What follows belongs to an exercise in optimizing a design on an open flow for small area, a short achievable clock period and few clock cycles per item; a production flow would make more cautious choices.
In this exercise RTL edits were held to simulation tests only and were not proved equivalent to the original.

Setup of v28:
## triangle_setup
module triangle_setup #(
  parameter int COORD_WIDTH   = 16,
  parameter int COEF_WIDTH    = 2*COORD_WIDTH+3,
  parameter int SCREEN_X_SIZE = 800,
  parameter int SCREEN_Y_SIZE = 600,
  parameter int CNT_WIDTH     = 16
) (
  input  logic                                    clk,
  input  logic                                    reset_n,
  input  logic                                    in_valid,
  output logic                                    in_ready,
  input  logic [2:0][1:0][COORD_WIDTH-1:0]        vertexes,
  input  logic [1:0]                              cull_mode,
  output logic                                    out_valid,
  input  logic                                    out_ready,
  output logic [2:0][COORD_WIDTH:0]               edge_a,
  output logic [2:0][COORD_WIDTH:0]               edge_b,
  output logic [2:0][COEF_WIDTH-1:0]              edge_c,
  output logic [COEF_WIDTH-1:0]                   area2,
  output logic [COORD_WIDTH-1:0]                  bbox_xmin,
  output logic [COORD_WIDTH-1:0]                  bbox_xmax,
  output logic [COORD_WIDTH-1:0]                  bbox_ymin,
  ...
Size: about 460 I/O pins, about 63000 µm² of cells after synthesis.
make LEC_CHECK=0 CAP_MARGIN=20 CORE_MARGIN=2 CORE_UTILIZATION=40 SETUP_SLACK_MARGIN=2 SLEW_MARGIN=20 finish   # period 8.5 ns
run.sh (not shown) runs the stock make flow with config.mk's settings and CLKGATE_MAP_FILE= SYNTH_SCRIPT=/design/flow/synth_recipe.tcl, a recipe that flattens the netlist after the stock synthesis.
Testbench counts of v28, summed over its fixed seeds: cycles 24,024, items 24,000.
## Diff of input files: v50 against v28
- CORE_UTILIZATION now 30, was 40
- SETUP_SLACK_MARGIN no longer set, was 2
[summary]
In the reports for v50 and v28, the smaller clock insertion delay at the later pin of the skew report belongs to v28.
Fmax: v50 and v28 compared, higher one is v28
As far as delay of the slowest cell on the worst path is concerned, v50 and v28 perform about the same.
Comparing v50 and v28, the higher setup slack of the worst register-to-register path is on v28.
| total length of routed wires | v50 vs v28 | better |
#### Input delta (v34 over v50)
- SETUP_SLACK_MARGIN now 4, previously not set
- CORE_UTILIZATION now 40, was 30
--- outcome ---
- The well tap count in v34 is 0.73 times that in v50.
- Post-layout minimum cycle time on v34 is ahead of v50.
- Having completed the whole flow, v34 delivered a layout that passed the timing, design-rule and antenna checks.
- In the final reports, the cell area of v34 is larger than that of v50.
- Where final critical-path setup slack is concerned, v50 is outperformed by v34.


Another version of the RTL of triangle_setup (not shown whole).
Size: about 8300 cells after synthesis, about 460 I/O pins, about 77000 sq um of cells after synthesis.
Settings: LEC_CHECK=0, ABC_AREA=1, CAP_MARGIN=20, CORE_MARGIN=2, CORE_UTILIZATION=30, SETUP_SLACK_MARGIN=3.5, SLEW_MARGIN=20; clock period 8.5 ns.
Testbench counts at the start, summed over its fixed seeds: cycles 24,032, items 24,000.
Next try:
SETUP_SLACK_MARGIN = 2.5   (was 3.5)
The new run completed with no timing, DRC or antenna violations.
Worst setup slack degrades by 0.71 ns.
Cell area fell by about 2.1%.
Utilization fell by 0.75 points.
Via count fell by about 0.9%.
Register-to-register slack degrades by 0.67 ns.
Area after synthesis does not change.
Critical path depth fell by 1.
Clock-buffer cell count rose by 1.


## pepper
Another version of the RTL of triangle_setup (not shown whole).
Size in the first run: ~8400 cells after synthesis, about 80000 µm² of cells after synthesis.
clock: 8.5 ns
lec_check: 0
abc_area: 1
cap_margin: 20
core_margin: 2
core_utilization: 30
setup_slack_margin: 3.5
slew_margin: 20
pepper reached the end of the flow, and the finished layout is clean on the timing, design-rule and antenna checks.
Testbench counts of pepper, summed over its fixed seeds: cycles 24,032, items 24,000.
The inputs of quartz differ from those of pepper as listed below.
==> flow/flow/run.sh (new file) <==
#!/bin/bash
# The standard layout (standard.sh: standard synthesis, floorplan, place,
# CTS, route, finish), with one change: the buffers that placement puts on
# every input and output port are made from sky130_fd_sc_hd__buf_1 rather
# than the cell buffer_ports picks by default. Timing repair still resizes
# them as needed. The full make/OpenROAD/Yosys output goes to standard.log;
# ORFS's per-step logs stay under orfs/logs/.
set -euo pipefail
export BUFFER_PORTS_ARGS="-buffer_cell sky130_fd_sc_hd__buf_1"
bash standard.sh > standard.log 2>&1
==> flow/standard.sh (new file) <==
#!/bin/bash
# synth_recipe.tcl (not shown) runs the flow's synth.tcl, then flattens the netlist and writes it again
# the make line also repeats each setting of config.mk as NAME=value (left out here)
make -C /OpenROAD-flow-scripts/flow DESIGN_CONFIG=/design/flow/config.mk WORK_HOME=/design/flow/orfs CLKGATE_MAP_FILE= SYNTH_SCRIPT=/design/flow/synth_recipe.tcl "${@:-finish}"
--- a/flow/config.mk
+++ b/flow/config.mk
@@ -9,5 +9,5 @@
 export CAP_MARGIN = 20
 export CORE_MARGIN = 2
-export CORE_UTILIZATION = 30
-export SETUP_SLACK_MARGIN = 3.5
+export CORE_UTILIZATION = 45
+export SETUP_SLACK_MARGIN = 4.0
 export SLEW_MARGIN = 20
removed: flow/run.sh
==> comparison <==
quartz: full flow OK, the timing, design-rule and antenna checks passed
Between quartz and pepper, it is quartz whose non-clock buffer count is higher, by 108.
Going from pepper to quartz, area added between synthesis and finish fell 1.9 points, routed wire length fell about 2.2%.
A cell with the biggest individual delay on the critical path of sky130_fd_sc_hd__xor2_1 is what quartz shows, while sky130_fd_sc_hd__fa_1 belongs to pepper.
Modified inputs, raven compared to quartz
--- a/flow/config.mk
+++ b/flow/config.mk
@@ -9,5 +9,5 @@
 export CAP_MARGIN = 20
 export CORE_MARGIN = 2
-export CORE_UTILIZATION = 45
-export SETUP_SLACK_MARGIN = 4.0
+export CORE_UTILIZATION = 30
+export SETUP_SLACK_MARGIN = 3.75
 export SLEW_MARGIN = 20
==> comparison <==
quartz → raven: multi-input logic cell count stayed essentially flat; count of cell instances traversed by the critical path fell by 1; non-clock buffer total of the final layout fell by 63.
Diff quartz -> raven: via count -about 1.8%.
A end point of the critical path of cs_q[117]$_DFFE_PN_ is what quartz shows, while cs_q[13]$_DFFE_PN_ belongs to raven.
### raven -> juniper
==> flow/run.sh (new file) <==
#!/bin/bash
# synth_recipe.tcl (not shown) runs the flow's synth.tcl, then flattens the netlist and writes it again
# the make line also repeats each setting of config.mk as NAME=value (left out here)
make -C /OpenROAD-flow-scripts/flow DESIGN_CONFIG=/design/flow/config.mk WORK_HOME=/design/flow/orfs CLKGATE_MAP_FILE= SYNTH_SCRIPT=/design/flow/synth_recipe.tcl finish
--- a/flow/config.mk
+++ b/flow/config.mk
@@ -10,4 +10,6 @@
 export CORE_MARGIN = 2
 export CORE_UTILIZATION = 30
-export SETUP_SLACK_MARGIN = 3.75
+export CTS_BUF_LIST = sky130_fd_sc_hd__clkbuf_4 sky130_fd_sc_hd__clkbuf_8
+export CTS_CLUSTER_SIZE = 25
+export SETUP_SLACK_MARGIN = 4.0
 export SLEW_MARGIN = 20
removed: flow/flow/run.sh
removed: flow/standard.sh
Notes after the runs:
- Taking raven as the reference, in juniper number of inserted diodes moved down; transition time of the tightest slew-check pin moved up.
- Required time of the critical path, juniper and raven: lower on juniper
- Non-clock buffer share of cell area is lower on raven


Setup of before:
triangle_setup again, from the RTL that the note above started with.
clock: 8.5 ns
lec_check: 0
abc_area: 1
cap_margin: 20
core_margin: 2
core_utilization: 30
setup_slack_margin: 4.25
slew_margin: 20
Stock flow here: none of the scripts above is used.
The flow did not stop early for before: all stages ran, and the layout cleared the timing, design-rule and antenna checks.
Testbench counts of before, summed over its fixed seeds: cycles 24,032, items 24,000.
Here is what was changed in the inputs of after compared with before.
- CORE_UTILIZATION: 30 -> 60
- SETUP_SLACK_MARGIN: 4.25 -> 4.0
==> flow/flow/run.sh (new file) <==
#!/bin/bash
# The standard layout (standard.sh: standard synthesis, floorplan, place,
# CTS, route, finish), with one change: the buffers that placement puts on
# every input and output port are made from sky130_fd_sc_hd__buf_1 rather
# than the cell buffer_ports picks by default. Timing repair still resizes
# them as needed. The full make/OpenROAD/Yosys output goes to standard.log;
# ORFS's per-step logs stay under orfs/logs/.
set -euo pipefail
export BUFFER_PORTS_ARGS="-buffer_cell sky130_fd_sc_hd__buf_1"
bash standard.sh > standard.log 2>&1
==> flow/standard.sh (new file) <==
#!/bin/bash
# synth_recipe.tcl (not shown) runs the flow's synth.tcl, then flattens the netlist and writes it again
# the make line also repeats each setting of config.mk as NAME=value (left out here)
make -C /OpenROAD-flow-scripts/flow DESIGN_CONFIG=/design/flow/config.mk WORK_HOME=/design/flow/orfs CLKGATE_MAP_FILE= SYNTH_SCRIPT=/design/flow/synth_recipe.tcl "${@:-finish}"
removed: flow/run.sh
==> results.txt <==
- Proportion of cell area occupied by registers ends up lower on before.
- Maximum achievable frequency: before and after compared, lower one is before
- Note that the count of standard-cell rows recorded for before amounts to 1.4 times the value seen in after.
- As of after, die area had fallen by more than a quarter compared to before.
- after has more setup slack than before.


Setup of east:
triangle_setup with an RTL version that a note above also has.
Size in the first run: ~8,300 cells after synthesis, roughly 460 I/O pins, ~77,000 µm² of cells after synthesis.
Design triangle_setup, start of the top module:
module triangle_setup #(
  parameter int COORD_WIDTH   = 16,
  parameter int COEF_WIDTH    = 2*COORD_WIDTH+3,
  parameter int SCREEN_X_SIZE = 800,
  parameter int SCREEN_Y_SIZE = 600,
  parameter int CNT_WIDTH     = 16
) (
  input  logic                                    clk,
  input  logic                                    reset_n,
  input  logic                                    in_valid,
  output logic                                    in_ready,
  input  logic [2:0][1:0][COORD_WIDTH-1:0]        vertexes,
  input  logic [1:0]                              cull_mode,
  output logic                                    out_valid,
  input  logic                                    out_ready,
  output logic [2:0][COORD_WIDTH:0]               edge_a,
  output logic [2:0][COORD_WIDTH:0]               edge_b,
  output logic [2:0][COEF_WIDTH-1:0]              edge_c,
  output logic [COEF_WIDTH-1:0]                   area2,
  output logic [COORD_WIDTH-1:0]                  bbox_xmin,
  output logic [COORD_WIDTH-1:0]                  bbox_xmax,
  output logic [COORD_WIDTH-1:0]                  bbox_ymin,
  output logic [COORD_WIDTH-1:0]                  bbox_ymax,
  input  logic                                    stats_clr,
  output logic [CNT_WIDTH-1:0]                    cnt_in,
  output logic [CNT_WIDTH-1:0]                    cnt_out,
  output logic [CNT_WIDTH-1:0]                    cnt_culled,
  output logic                                    idle
);
  function automatic logic [16:0] cneg17(input logic [16:0] v, input logic n);
    logic [16:0] p;
    p = v;
    for (int d = 1; d < 17; d = d * 2) p = p | (p << d);
    cneg17 = v ^ ({17{n}} & {p[15:0], 1'b0});
  endfunction
  ...
clock: 8.5 ns
lec_check: 0
abc_area: 1
cap_margin: 20
core_margin: 2
core_utilization: 30
setup_slack_margin: 3.75
slew_margin: 20
standard.sh (not shown) runs the stock make flow with config.mk's settings and CLKGATE_MAP_FILE= SYNTH_SCRIPT=/design/flow/synth_recipe.tcl, a recipe that flattens the netlist after the stock synthesis.
==> flow/flow/run.sh <==
#!/bin/bash
# The standard layout (standard.sh: standard synthesis, floorplan, place,
# CTS, route, finish), with one change: the buffers that placement puts on
# every input and output port are made from sky130_fd_sc_hd__buf_1 rather
# than the cell buffer_ports picks by default. Timing repair still resizes
# them as needed. The full make/OpenROAD/Yosys output goes to standard.log;
# ORFS's per-step logs stay under orfs/logs/.
set -euo pipefail
export BUFFER_PORTS_ARGS="-buffer_cell sky130_fd_sc_hd__buf_1"
bash standard.sh > standard.log 2>&1
east closes out successfully: all stages finished, all timing, DRC and antenna checks passed.
Testbench counts of east, summed over its fixed seeds: cycles 24,032, items 24,000.
The following lists how middle was set up differently from east:
- SETUP_SLACK_MARGIN: 3.75 -> 3.5
- CORE_UTILIZATION: 30 -> 50
==> flow/run.sh (new file) <==
#!/bin/bash
# synth_recipe.tcl (not shown) runs the flow's synth.tcl, then flattens the netlist and writes it again
# the make line also repeats each setting of config.mk as NAME=value (left out here)
make -C /OpenROAD-flow-scripts/flow DESIGN_CONFIG=/design/flow/config.mk WORK_HOME=/design/flow/orfs CLKGATE_MAP_FILE= SYNTH_SCRIPT=/design/flow/synth_recipe.tcl finish
removed: flow/flow/run.sh
removed: flow/standard.sh
### Flow results
middle reached the end of the flow, and the finished layout is clean on the timing, design-rule and antenna checks.
east | stages: all done | timing, DRC, antenna: all pass
Total routing usage reported by global routing ended up 16 points higher on middle than on east.
The relative area change from synthesis to final layout number comes out lower for middle vs east.
Cell area after placement for middle: 1.1% up relative to east


Setup of v55:
triangle_setup again, from the RTL that the note above started with.
Settings: LEC_CHECK=0, ABC_AREA=1, CAP_MARGIN=20, CORE_MARGIN=2, CORE_UTILIZATION=30, SLEW_MARGIN=20; clock period 8.5 ns.
run.sh (not shown) runs the stock make flow with config.mk's settings and CLKGATE_MAP_FILE= SYNTH_SCRIPT=/design/flow/synth_recipe.tcl, a recipe that flattens the netlist after the stock synthesis.
Stock flow here: none of the scripts above is used.
Testbench counts of v55, summed over its fixed seeds: cycles 24,032, items 24,000.
[inputs] v43 vs v55
Settings: ABC_AREA: 1 -> unset.
Results
- v43 completed end to end with timing, DRC and antenna clean.
- On average via count per standard cell, v43 and v55 are neck and neck.
- v43 has less setup slack than v55.
- Looking only at share of the clock period used by the worst path after layout, and setting everything else aside, the higher value of v43 and v55 goes to v43.
- v55 → v43: proportion of cell area occupied by multi-input gates went up by 0.92 points; global-route usage now smaller.
- Sort v43 and v55 by share of the synthesized netlist area taken by xor and xnor gates, descending, and v43 comes first.
- Final cell count (higher): v55
- Final area | v43 below v55
#### Input delta (v35 over v43)
Settings: setting ABC_AREA to 1 for the first time; setting SETUP_SLACK_MARGIN to 4.0 for the first time.
==> flow/flow/run.sh (new file) <==
#!/bin/bash
# The standard layout (standard.sh: standard synthesis, floorplan, place,
# CTS, route, finish), with one change: the buffers that placement puts on
# every input and output port are made from sky130_fd_sc_hd__buf_1 rather
# than the cell buffer_ports picks by default. Timing repair still resizes
# them as needed. The full make/OpenROAD/Yosys output goes to standard.log;
# ORFS's per-step logs stay under orfs/logs/.
set -euo pipefail
export BUFFER_PORTS_ARGS="-buffer_cell sky130_fd_sc_hd__buf_1"
bash standard.sh > standard.log 2>&1
==> flow/standard.sh (new file) <==
#!/bin/bash
# synth_recipe.tcl (not shown) runs the flow's synth.tcl, then flattens the netlist and writes it again
# the make line also repeats each setting of config.mk as NAME=value (left out here)
make -C /OpenROAD-flow-scripts/flow DESIGN_CONFIG=/design/flow/config.mk WORK_HOME=/design/flow/orfs CLKGATE_MAP_FILE= SYNTH_SCRIPT=/design/flow/synth_recipe.tcl "${@:-finish}"
removed: flow/run.sh
==> results.txt <==
When v35 is measured against v43, its number of buffers and inverters on the critical path turns out 6 higher. The area growth from synthesis to layout of v35 exceeds that of v43 by 5.7 points. v35: global-route usage 4.2 points above v43. Going from v43 to v35, number of antenna cells inserted +21; number of global-route vias before repair +11%. The required time of the critical path of v35 exceeds that of v43 by 2.23 ns. v35 ends up with lower sequential share of layout area than v43 does. v35 vs. v43: number of setup buffers added after CTS went up 206; top achievable clock speed went up 61%; clock network area share went down 0.43 points; finished layout cell area went up 8.5%.


triangle_setup with an RTL version that a note above also has.
For scale: roughly 8400 cells after synthesis, about 820 flip-flops, about 460 I/O pins, roughly 80000 um^2 of cells after synthesis.
==> flow/config.mk <==
export PLATFORM = sky130hd
export DESIGN_NAME = triangle_setup
export DESIGN_NICKNAME = triangle_setup
export VERILOG_FILES = /design/flow/design.v
export SDC_FILE = /design/flow/constraint.sdc
export NUM_CORES = 4
export LEC_CHECK = 0
export ABC_AREA = 1
export CAP_MARGIN = 20
export CORE_MARGIN = 2
export CORE_UTILIZATION = 30
export SETUP_SLACK_MARGIN = 4.0
export SLEW_MARGIN = 20
==> flow/constraint.sdc <==
create_clock -name core_clock -period 8.5 [get_ports {clk}]
set_input_delay 1.7000 -clock core_clock [delete_from_list [all_inputs] [get_ports {clk}]]
set_output_delay 1.7000 -clock core_clock [all_outputs]
set_load 0.01 [all_outputs]
standard.sh (not shown) runs the stock make flow with config.mk's settings and CLKGATE_MAP_FILE= SYNTH_SCRIPT=/design/flow/synth_recipe.tcl, a recipe that flattens the netlist after the stock synthesis.
==> flow/flow/run.sh <==
#!/bin/bash
# The standard layout (standard.sh: standard synthesis, floorplan, place,
# CTS, route, finish), with one change: the buffers that placement puts on
# every input and output port are made from sky130_fd_sc_hd__buf_1 rather
# than the cell buffer_ports picks by default. Timing repair still resizes
# them as needed. The full make/OpenROAD/Yosys output goes to standard.log;
# ORFS's per-step logs stay under orfs/logs/.
set -euo pipefail
export BUFFER_PORTS_ARGS="-buffer_cell sky130_fd_sc_hd__buf_1"
bash standard.sh > standard.log 2>&1
The starting point went through all stages and came out clean.
Testbench counts at the start, summed over its fixed seeds: cycles 24,032, items 24,000.
Then changed:
==> flow/run.sh (new file) <==
#!/bin/bash
# synth_recipe.tcl (not shown) runs the flow's synth.tcl, then flattens the netlist and writes it again
# the make line also repeats each setting of config.mk as NAME=value (left out here)
make -C /OpenROAD-flow-scripts/flow DESIGN_CONFIG=/design/flow/config.mk WORK_HOME=/design/flow/orfs CLKGATE_MAP_FILE= SYNTH_SCRIPT=/design/flow/synth_recipe.tcl finish
removed: flow/flow/run.sh
removed: flow/standard.sh
After rerunning:
- sequential cell count is unchanged
- global-route usage rose by 0.75 points
- utilization rose by 0.92 points
- area after synthesis stays the same
- hold slack is worse by 0.0034 ns
- wire length rose by 2.9%
- sequential share of layout area fell by 0.67 points
- worst setup slack is worse by 0.069 ns
Then changed:
==> flow/flow/run.sh (new file) <==
#!/bin/bash
# The standard layout (standard.sh: standard synthesis, floorplan, place,
# CTS, route, finish), with one change: the buffers that placement puts on
# every input and output port are made from sky130_fd_sc_hd__buf_1 rather
# than the cell buffer_ports picks by default. Timing repair still resizes
# them as needed. The full make/OpenROAD/Yosys output goes to standard.log;
# ORFS's per-step logs stay under orfs/logs/.
set -euo pipefail
export BUFFER_PORTS_ARGS="-buffer_cell sky130_fd_sc_hd__buf_1"
export RECOVER_POWER=100
bash standard.sh > standard.log 2>&1
==> flow/standard.sh (new file) <==
#!/bin/bash
# synth_recipe.tcl (not shown) runs the flow's synth.tcl, then flattens the netlist and writes it again
# the make line also repeats each setting of config.mk as NAME=value (left out here)
make -C /OpenROAD-flow-scripts/flow DESIGN_CONFIG=/design/flow/config.mk WORK_HOME=/design/flow/orfs CLKGATE_MAP_FILE= SYNTH_SCRIPT=/design/flow/synth_recipe.tcl "${@:-finish}"
removed: flow/run.sh
After rerunning:
- The new run completed and failed the layout checks on capacitance limit, slew limit
- synthesized cell count stays the same
- routed wire length drops by 2.8%
- die area stays the same
- area after synthesis does not change

-- afterwards: timing with drivers on the ports --
The results above use ideal ports. As a check the final layouts listed here were re-extracted and re-timed, cells and wires unchanged.
Step 1: set_driving_cell puts a clkbuf_16 on clk and a buf_2 on each other input, an assumption about the parent block.
Step 2, shift: input delay + t, output delay - t, t = (earliest + latest rising clock arrival at the registers) / 2. This alone moves slack from input paths to output paths.
Slacks: no drivers / after step 1 / after step 2; pairs: no drivers / after step 1.
| run | t, ns | setup WS [ns] | clock arrival spread, ns |
|---|---|---|---|
| v28 | 0.752 | 1.425 / 1.378 / 1.425 | 0.052 / 0.051 |
| v50 | 0.763 | 0.448 / 0.364 / 0.532 | 0.096 / 0.096 |
| v34 | 0.742 | 1.286 / 1.209 / 1.501 | 0.049 / 0.049 |
| the first run of note 2 | 0.864 | 3.547 / 3.477 / 3.524 | 0.042 / 0.042 |
| the second run of note 2 | 0.860 | 2.838 / 2.742 / 2.877 | 0.074 / 0.074 |
| pepper | 0.857 | 3.560 / 3.540 / 3.352 | 0.039 / 0.039 |
| quartz | 0.837 | 3.930 / 3.896 / 3.930 | 0.067 / 0.066 |
| raven | 0.845 | 3.729 / 3.729 / 3.729 | 0.055 / 0.055 |
| juniper | 1.052 | 3.699 / 3.598 / 3.469 | 0.064 / 0.063 |
| before | 0.865 | 3.858 / 3.752 / 3.738 | 0.040 / 0.040 |
| after | 0.830 | 3.893 / 3.800 / 3.870 | 0.044 / 0.043 |
| east | 0.865 | 3.714 / 3.664 / 3.714 | 0.054 / 0.053 |
| middle | 0.813 | 3.521 / 3.498 / 2.942 | 0.041 / 0.042 |
| v55 | 0.865 | 2.354 / 2.251 / 2.898 | 0.062 / 0.061 |
| v43 | 0.857 | 0.793 / 0.711 / 1.568 | 0.054 / 0.055 |
| v35 | 0.874 | 3.714 / 3.714 / 3.714 | 0.068 / 0.068 |
| the first run of note 7 | 0.851 | 3.903 / 3.809 / 3.852 | 0.055 / 0.055 |
| the second run of note 7 | 0.849 | 3.833 / 3.739 / 3.467 | 0.042 / 0.042 |
| the third run of note 7 | 0.867 | 1.816 / 1.816 / 1.462 | 0.059 / 0.059 |
For middle, which loses most, drivers alone change the setup slack by -0.023 ns; drivers and shift together by -0.579 ns.
